Source: an optimization exercise on an open RTL-to-GDS flow (aim: small area, a short achievable clock period and few clock cycles per item). Production flows keep margins and buffers that such runs may drop. Only simulation tests tie the RTL to the original design; equivalence was not proved. No activity file was given, so power comes from the tool's default toggle rates.

File: flow/config.mk
export PLATFORM = sky130hd
export DESIGN_NAME = cpu_top
export DESIGN_NICKNAME = cpu_top
export VERILOG_FILES = /design/flow/design.v
export SDC_FILE = /design/flow/constraint.sdc
export NUM_CORES = 4
export LEC_CHECK = 0
export CAP_MARGIN = 20
export CORE_MARGIN = 2
export CORE_UTILIZATION = 40
export PLACE_DENSITY = 0.6
export SLEW_MARGIN = 20
File: flow/constraint.sdc
create_clock -name core_clock -period 7.5 [get_ports {clk}]
set_input_delay 1.5000 -clock core_clock [delete_from_list [all_inputs] [get_ports {clk}]]
set_output_delay 1.5000 -clock core_clock [all_outputs]
set_load 0.01 [all_outputs]
File: flow/design.v
`default_nettype none
`default_nettype wire
`default_nettype none
package cpu_pkg;
    typedef logic [16-1:0]  word_t;
    typedef logic [16-1:0]  addr_t;
    typedef logic [25-1:0] dram_addr_t;
    typedef logic [3:0]                  reg_idx_t;
    typedef enum logic [3:0] {
        OP_ADD  = 4'd0,
        OP_SUB  = 4'd1,
        OP_AND  = 4'd2,
        OP_OR   = 4'd3,
        OP_XOR  = 4'd4,
        OP_SHL  = 4'd5,
        OP_SHR  = 4'd6,
        OP_ADDI = 4'd7,
        OP_LDI  = 4'd8,
        OP_LD   = 4'd9,
        OP_ST   = 4'd10,
        OP_BRZ  = 4'd11
    } opcode_e;
    typedef enum logic [2:0] {
        IDLE,
        FETCH_INSTR,
        WAIT_INSTR,
        INSTR_OUT,
        FETCH_DATA,
        WAIT_DATA,
        DATA_OUT
    } seq_state_e;
endpackage
`default_nettype wire
`timescale 1ns/1ps
`default_nettype none
module mem_sequencer (
    input  wire         clk,
    input  wire         rst,
    input  cpu_pkg::addr_t       pc,
    input  cpu_pkg::addr_t       data_addr,
    input  cpu_pkg::word_t       store_data,
    input  wire         is_store,
    input  cpu_pkg::word_t       dram_read_data,
    output cpu_pkg::dram_addr_t  dram_addr,
    output logic        dram_write_en,
    output cpu_pkg::word_t       dram_write_data,
    output cpu_pkg::word_t       instr,
    output logic        instr_valid,
    output cpu_pkg::word_t       load_data,
    output logic        retire
);
    localparam int WAIT_W = $clog2(12 + 1);
    cpu_pkg::seq_state_e          state;
    logic [WAIT_W-1:0]   wait_count;
    logic                wait_last;
    function automatic logic in_map(input logic [16-1:0] addr);
        in_map = (addr <= 16'hF7FF);
    endfunction
    function automatic logic [25-1:0] map_addr(input logic [16-1:0] addr);
        map_addr = in_map(addr) ? {{(25-16){1'b0}}, addr} : '0;
    endfunction
    assign wait_last = (wait_count == WAIT_W'(12 - 1));
    always_ff @(posedge clk) begin
        if (!rst) begin
            state         <= cpu_pkg::IDLE;
            wait_count    <= '0;
            dram_addr     <= '0;
            dram_write_en <= 1'b0;
        end else begin
            dram_write_en <= 1'b0;                        
            case (state)
                cpu_pkg::IDLE: begin
                    dram_addr <= map_addr(pc);
                    state     <= cpu_pkg::FETCH_INSTR;
                end
                cpu_pkg::FETCH_INSTR: begin
                    wait_count <= '0;
                    state      <= cpu_pkg::WAIT_INSTR;
                end
                cpu_pkg::WAIT_INSTR: begin
                    wait_count <= wait_count + 1'b1;
                    if (wait_last) state <= cpu_pkg::INSTR_OUT;
                end
                cpu_pkg::INSTR_OUT: begin
                    dram_addr     <= map_addr(data_addr);
                    dram_write_en <= is_store && in_map(data_addr);
                    state         <= cpu_pkg::FETCH_DATA;
                end
                cpu_pkg::FETCH_DATA: begin
                    wait_count <= '0;
                    state      <= cpu_pkg::WAIT_DATA;
                end
                cpu_pkg::WAIT_DATA: begin
                    wait_count <= wait_count + 1'b1;
                    if (wait_last) state <= cpu_pkg::DATA_OUT;
                end
                cpu_pkg::DATA_OUT: state <= cpu_pkg::IDLE;
                default:  state <= cpu_pkg::IDLE;
            endcase
        end
    end
    always_ff @(posedge clk) begin
        if (state == cpu_pkg::WAIT_INSTR && wait_last) instr <= dram_read_data;
        if (state == cpu_pkg::WAIT_DATA && wait_last) load_data <= dram_read_data;
        if (state == cpu_pkg::INSTR_OUT) dram_write_data <= store_data;
    end
    assign instr_valid = (state == cpu_pkg::INSTR_OUT) || (state == cpu_pkg::FETCH_DATA) ||
                         (state == cpu_pkg::WAIT_DATA) || (state == cpu_pkg::DATA_OUT);
    assign retire      = (state == cpu_pkg::DATA_OUT);
endmodule
`default_nettype wire
`timescale 1ns/1ps
`default_nettype none
module instr_decode (
    input  cpu_pkg::word_t     instr,
    input  wire       instr_valid,
    output cpu_pkg::opcode_e   opcode,
    output cpu_pkg::reg_idx_t  rd,
    output cpu_pkg::reg_idx_t  rs,
    output cpu_pkg::reg_idx_t  rt,
    output cpu_pkg::word_t     imm4_sext,
    output cpu_pkg::word_t     imm8,
    output logic      is_load,
    output logic      is_store,
    output logic      is_branch,
    output logic      reg_write
);
    logic writes_rd;
    assign opcode = cpu_pkg::opcode_e'(instr[15:12]);
    assign rd     = instr[11:8];
    assign rs     = instr[7:4];
    assign rt     = instr[3:0];
    assign imm4_sext = {{(16-4){instr[3]}}, instr[3:0]};
    assign imm8 = (opcode == cpu_pkg::OP_BRZ) ? {{(16-8){instr[7]}}, instr[7:0]}
                                     : {{(16-8){1'b0}}, instr[7:0]};
    always_comb begin
        case (opcode)
            cpu_pkg::OP_ADD, cpu_pkg::OP_SUB, cpu_pkg::OP_AND, cpu_pkg::OP_OR, cpu_pkg::OP_XOR,
            cpu_pkg::OP_SHL, cpu_pkg::OP_SHR, cpu_pkg::OP_ADDI, cpu_pkg::OP_LDI, cpu_pkg::OP_LD: writes_rd = 1'b1;
            default:                                writes_rd = 1'b0;   
        endcase
    end
    assign is_load   = instr_valid && (opcode == cpu_pkg::OP_LD);
    assign is_store  = instr_valid && (opcode == cpu_pkg::OP_ST);
    assign is_branch = instr_valid && (opcode == cpu_pkg::OP_BRZ);
    assign reg_write = instr_valid && writes_rd;
endmodule
`default_nettype wire
`timescale 1ns/1ps
`default_nettype none
module alu_execute (
    input  cpu_pkg::opcode_e  opcode,
    input  cpu_pkg::word_t    imm4_sext,
    input  cpu_pkg::word_t    imm8,
    input  cpu_pkg::word_t    rs_data,
    input  cpu_pkg::word_t    rt_data,
    input  cpu_pkg::word_t    rd_data,
    input  wire      is_branch,
    output cpu_pkg::word_t    alu_result,
    output cpu_pkg::addr_t    data_addr,
    output cpu_pkg::word_t    store_data,
    output logic     branch_taken
);
    logic [3:0] shamt;
    assign shamt = rt_data[3:0];                          
    always_comb begin
        case (opcode)
            cpu_pkg::OP_ADD:  alu_result = rs_data + rt_data;
            cpu_pkg::OP_SUB:  alu_result = rs_data - rt_data;
            cpu_pkg::OP_AND:  alu_result = rs_data & rt_data;
            cpu_pkg::OP_OR:   alu_result = rs_data | rt_data;
            cpu_pkg::OP_XOR:  alu_result = rs_data ^ rt_data;
            cpu_pkg::OP_SHL:  alu_result = rs_data << shamt;
            cpu_pkg::OP_SHR:  alu_result = rs_data >> shamt;
            cpu_pkg::OP_ADDI: alu_result = rs_data + imm4_sext;
            cpu_pkg::OP_LDI:  alu_result = imm8;                   
            default: alu_result = '0;                     
        endcase
    end
    assign data_addr  = rs_data;
    assign store_data = rt_data;
    assign branch_taken = is_branch && (rd_data == '0);
endmodule
`default_nettype wire
`timescale 1ns/1ps
`default_nettype none
module reg_writeback (
    input  wire       clk,
    input  wire       rst,
    input  cpu_pkg::reg_idx_t  rs,
    input  cpu_pkg::reg_idx_t  rt,
    input  cpu_pkg::reg_idx_t  rd,
    input  wire       reg_write,
    input  wire       is_load,
    input  wire       retire,
    input  cpu_pkg::word_t     load_data,
    input  cpu_pkg::word_t     alu_result,
    input  cpu_pkg::word_t     imm8,
    input  wire       branch_taken,
    output cpu_pkg::word_t     rs_data,
    output cpu_pkg::word_t     rt_data,
    output cpu_pkg::word_t     rd_data,
    output cpu_pkg::addr_t     pc
);
    cpu_pkg::word_t  regs [16];
    cpu_pkg::addr_t  pc_plus_one;
    assign rs_data = regs[rs];
    assign rt_data = regs[rt];
    assign rd_data = regs[rd];
    assign pc_plus_one = pc + 1'b1;
    always_ff @(posedge clk) begin
        if (!rst) begin
            pc <= '0;
            for (int i = 0; i < 16; i++) begin
                regs[i] <= '0;
            end
        end else if (retire) begin
            if (reg_write) regs[rd] <= is_load ? load_data : alu_result;
            pc <= branch_taken ? pc_plus_one + imm8 : pc_plus_one;
        end
    end
endmodule
`default_nettype wire
`timescale 1ns/1ps
`default_nettype none
module cpu_top (
    input  wire         clk,
    input  wire         rst,
    output cpu_pkg::dram_addr_t  dram_addr,
    output logic        dram_write_en,
    output cpu_pkg::word_t       dram_write_data,
    input  cpu_pkg::word_t       dram_read_data,
    output cpu_pkg::addr_t       pc,
    output logic        retire
);
    cpu_pkg::word_t     instr;
    logic      instr_valid;
    cpu_pkg::word_t     load_data;
    cpu_pkg::opcode_e   opcode;
    cpu_pkg::reg_idx_t  rd;
    cpu_pkg::reg_idx_t  rs;
    cpu_pkg::reg_idx_t  rt;
    cpu_pkg::word_t     imm4_sext;
    cpu_pkg::word_t     imm8;
    logic      is_load;
    logic      is_store;
    logic      is_branch;
    logic      reg_write;
    cpu_pkg::word_t     rs_data;
    cpu_pkg::word_t     rt_data;
    cpu_pkg::word_t     rd_data;
    cpu_pkg::word_t     alu_result;
    cpu_pkg::addr_t     data_addr;
    cpu_pkg::word_t     store_data;
    logic      branch_taken;
    mem_sequencer mem_sequencer_i (
        .clk, .rst, .pc, .data_addr, .store_data, .is_store, .dram_read_data,
        .dram_addr, .dram_write_en, .dram_write_data,
        .instr, .instr_valid, .load_data, .retire
    );
    instr_decode instr_decode_i (
        .instr, .instr_valid, .opcode, .rd, .rs, .rt, .imm4_sext, .imm8,
        .is_load, .is_store, .is_branch, .reg_write
    );
    alu_execute alu_execute_i (
        .opcode, .imm4_sext, .imm8, .rs_data, .rt_data, .rd_data, .is_branch,
        .alu_result, .data_addr, .store_data, .branch_taken
    );
    reg_writeback reg_writeback_i (
        .clk, .rst, .rs, .rt, .rd, .reg_write, .is_load, .retire,
        .load_data, .alu_result, .imm8, .branch_taken,
        .rs_data, .rt_data, .rd_data, .pc
    );
endmodule
`default_nettype wire
File: flow/run.sh
#!/bin/bash
# synth_recipe.tcl (not shown) runs the flow's synth.tcl, then flattens the netlist and writes it again
# the make line also repeats each setting of config.mk as NAME=value (left out here)
make -C /OpenROAD-flow-scripts/flow DESIGN_CONFIG=/design/flow/config.mk WORK_HOME=/design/flow/orfs CLKGATE_MAP_FILE= SYNTH_SCRIPT=/design/flow/synth_recipe.tcl finish
==> notes.md <==
per-stage QoR:
step,cells,power [µW]
global route,2826,4850
detailed placement,2752,2730
finish,2829,4740
CTS,2826,4740
global placement,2752,2730
floorplan,2024,2540
layout make-up:
cell class	count	area [µm²]
well taps	748	936
clock inverters	22	229
flip-flops and latches	357	10200
diodes	3	7.51
multi-input cells	1470	11400
inverters	57	214
repair buffers	120	1060
clock buffers	52	1100
fillers	5099	30100
cell families after synthesis:
group	Yosys count	synth area share (%)
AO/OA/AOI/OAI	404	13.1
XOR/XNOR	47	1.84
adder cells (fa/ha/maj)	71	4.04
buffers and inverters	197	3.97
flip-flops	357	45.6
multiplexers	185	15.2
other	1	0.0168
AND/OR/NAND/NOR	754	16.2
report_power, final:
| group | switching (µW) | internal, µW | total (µW) |
|---|---|---|---|
| sequential | 85.5 | 2220 | 2310 |
| combinational | 241 | 158 | 399 |
| clock | 852 | 1180 | 2030 |
registers in the layout, summed over array words and instances (netlist names), 3 cells and up, named ones only:
| register | count |
|---|---|
| mem_sequencer_i.load_data | 16 |
| mem_sequencer_i.instr | 16 |
| mem_sequencer_i.state | 3 |
| mem_sequencer_i.wait_count | 4 |
| reg_writeback_i.pc | 16 |
| mem_sequencer_i.dram_addr | 16 |
| mem_sequencer_i.dram_write_data | 16 |
| reg_writeback_i.regs | 256 |
how the worst min path moves through the flow:
stage                                  start                       endpoint  slack, ns  depth (start not counted)
5_1_grt        mem_sequencer_i.wait_count[3]  mem_sequencer_i.wait_count[3]       0.52                          1
6_report        mem_sequencer_i.dram_addr[7]   mem_sequencer_i.dram_addr[7]       0.50                          1
4_1_cts         mem_sequencer_i.dram_addr[7]   mem_sequencer_i.dram_addr[7]       0.50                          1
2_1_floorplan  mem_sequencer_i.wait_count[3]  mem_sequencer_i.wait_count[3]       0.46                          1
3_3_place_gp    mem_sequencer_i.dram_addr[6]   mem_sequencer_i.dram_addr[6]       0.48                          1
3_5_place_dp    mem_sequencer_i.dram_addr[7]   mem_sequencer_i.dram_addr[7]       0.49                          1
layout by cell type, fill, tap and decap left out, types with 10 or more instances in the layout:
master,n
o211a_1,17
nor3_1,32
clkdlybuf4s50_1,66
nor2b_1,98
nand4_1,18
o21ai_0,61
a22oi_1,55
and3_1,13
xor2_1,16
a21oi_1,67
nand3_1,33
a221oi_1,25
edfxtp_1,304
o22ai_1,12
nor2_1,276
mux2i_1,47
nor4_1,55
dfxtp_1,48
nand2b_1,10
ha_1,69
mux4_2,121
nand2_1,161
inv_1,52
buf_4,53
o221ai_1,20
mux2_2,14
a21o_1,11
xnor2_1,31
a31oi_1,14
o21a_1,11
o211ai_1,17
and2_1,13
a211oi_1,15
clkbuf_16,42
metal layers:
metal	up-vias	track usage [%]	share of wire, %
met5	-	0	0
met4	0	17.7	6.6
met3	269	6.73	10
met2	1189	47.4	45
met1	9247	39.8	39
li1	7794	-	-
critical path, delay by kind of cell, from the launching register on:
family	cells	cell delay [ns]
AO/OA/AOI/OAI	9	2.67
XOR/XNOR	1	0.33
buffers and inverters	3	0.69
flip-flops	1	0.98
adder cells (fa/ha/maj)	1	0.31
AND/OR/NAND/NOR	5	0.55
multiplexers	1	0.33
==> out/metrics.csv <==
stage;metric;value;unit
outcome;outcome;timing/DRC/antenna clean;
sta;worst_slew_pin_slew;1.18;ns
sta;fin_crit;6.18;ns
flow_run;drv_cap;0;
global_route;grt.total_usage;30.7;%
route;wl;88400;µm
place;hpwl;65400;µm
critical_path;arrival;6.46;ns
cts;clk_path_buf_depth;3;
finish;fin_area;0.0251;mm²
die;die_w;240;µm
global_route;gr-total-overflow;0;
finish;finalNetCount;2136;
finish;finalCoreUtilization;45.5;%
route;routed_via_density;6.54;
yosys;post-synth-top-area-fraction;40.9;%
die;core_area;0.0552;mm²
pwr;leakagePower;0.00893;µW
sta;fmax;0.162;GHz
global_route;antenna_found_initial;3;
place;routabilityCongestion;1.06;
place;pre_cts_ws;1.49;ns
route;drtPass1Iterations;5;
cts;cts_hold_buffers;0;
sta;finalHoldViolations;0;
critical_path;cp_data_required_time;7.78;ns
sta;rsz0062_at_grt;false;
cts;clkLatencyLatePin;0.57;ns
critical_path;critical_path_peak_fanout;34;
route;wl_per_cell;31.2;µm
die;die_h;240;µm
yosys;syn_area;0.0223;mm²
cts;cts_resized;0;
die;initial_core_util;40.5;%
sta;relSlewSlack;20.8;%
critical_path;rr_endpoint;reg_writeback_i.regs[3][12];
yosys;synth_cells;2016;
sta;finalSetupViolCount;0;
critical_path;critPathKind;reg2reg;
cts;cts.sinks;357;
sta;fin_tns_setup;0;ns
global_route;grt_max_degree;51;
cts;cts-buffers-inserted;41;
finish;area_delta_synth_final;12.4;%
die;io_pins;77;
place;io_buffers;67;
yosys;yosysSeqAreaShare;45.6;%
die;die_area;0.0577;mm²
sta;timing.hold.ws;0.500;ns
die;rows;86;
sta;finalMaxSlewViolations;0;
critical_path;critPathMaxStageDelay;0.98;ns
global_route;grt_pass1_vias;17634;
cts;post_cts_buffers;0;
yosys;synth.area.top_cells;edfxtp_1 41%, mux4_2 12%, dfxtp_1 4.8%;
route;drtAntennaViolNets;0;
route;drt_iter0_markers;2286;
min_path;hold_class;reg2reg;
sta;fin_crit_sh;82.4;%
yosys;synth-async-reset-ratio;0;%
critical_path;ff2ff_setup_slack;1.32;ns
yosys;synth-main-ff-cell;edfxtp_1;
yosys;synth_seq_cells;357;
yosys;synth.distinct_cells;85;
global_route;grt_pass1_wl;127000;µm
yosys;synth_top_cell_by_area;edfxtp_1;
critical_path;cp_common_cell;nor2_1;
sta;skew;0.0228;ns
yosys;synth_common_cells;304 x edfxtp_1, 276 x nor2_1, 161 x nand2_1;
cts;cts.root.buffer_cell;clkbuf_16;
sta;finalWorstSetupSlack;1.32;ns
cts;cts_tree;yes;
yosys;yosys_warnings;4;
pwr;powerDensity;189;mW/mm²
pwr;ir_drop;0.136;mV
cts;htree_levels;2;
route;drc;0;
critical_path;start_kind;flip-flop;
yosys;avgSynthCellArea;11.1;µm²
critical_path;ff2ff_path_depth;20;
yosys;synth_edf_count;304;
critical_path;crit_end;reg_writeback_i.regs[3][12];
finish;drive_gt1_share;14.3;%
route;vias;18499;
cts;clk_pin_slew;0.06;ns
yosys;yosysMostFrequentCell;edfxtp_1;
critical_path;crit_path_cell_trace;buf_4 -> mux4_2 -> a22o_1 -> a221oi_4 -> inv_2 -> buf_4 -> nor2_1 -> nand2_1 -> o31ai_1 -> nand2_1 -> o221ai_1 -> ha_1 -> o21a_1 -> nor2_1 -> a21oi_1 -> a31oi_1 -> o211ai_1 -> xnor2_1 -> o2111a_1 -> nor2_1;
critical_path;worst_path_max_delay_cell;dfxtp_2;
place;post_dp_cell_area;0.0238;mm²
critical_path;worstSetupEndpointType;flip-flop;
Testbench counts, summed over its fixed seeds: cycles 1,113,600, instructions 38,400.

## static timing again, ports no longer ideal
The flow's constraints put no driver on any port. The routed layout listed below was extracted and timed again, unchanged, in two steps.
Step 1: set_driving_cell puts a clkbuf_16 on clk and a buf_2 on each other input, an assumption about the parent block.
Step 2 also shifts input and output timing later by t, the mid clock arrival at the registers, as if the neighbouring blocks saw the same clock.
Three values: no drivers, after step 1, after step 2; two values: the first two.
shift t [ns]: 0.625
setup WS [ns]: 1.324 / 1.324 / 1.324
clock arrival spread, ns: 0.023 / 0.022
worst data-port slew with drivers (ns): 0.04
After both steps setup and hold are still met in this run. For this run, drivers alone change the setup slack by 0.000 ns; drivers and shift together by 0.000 ns.
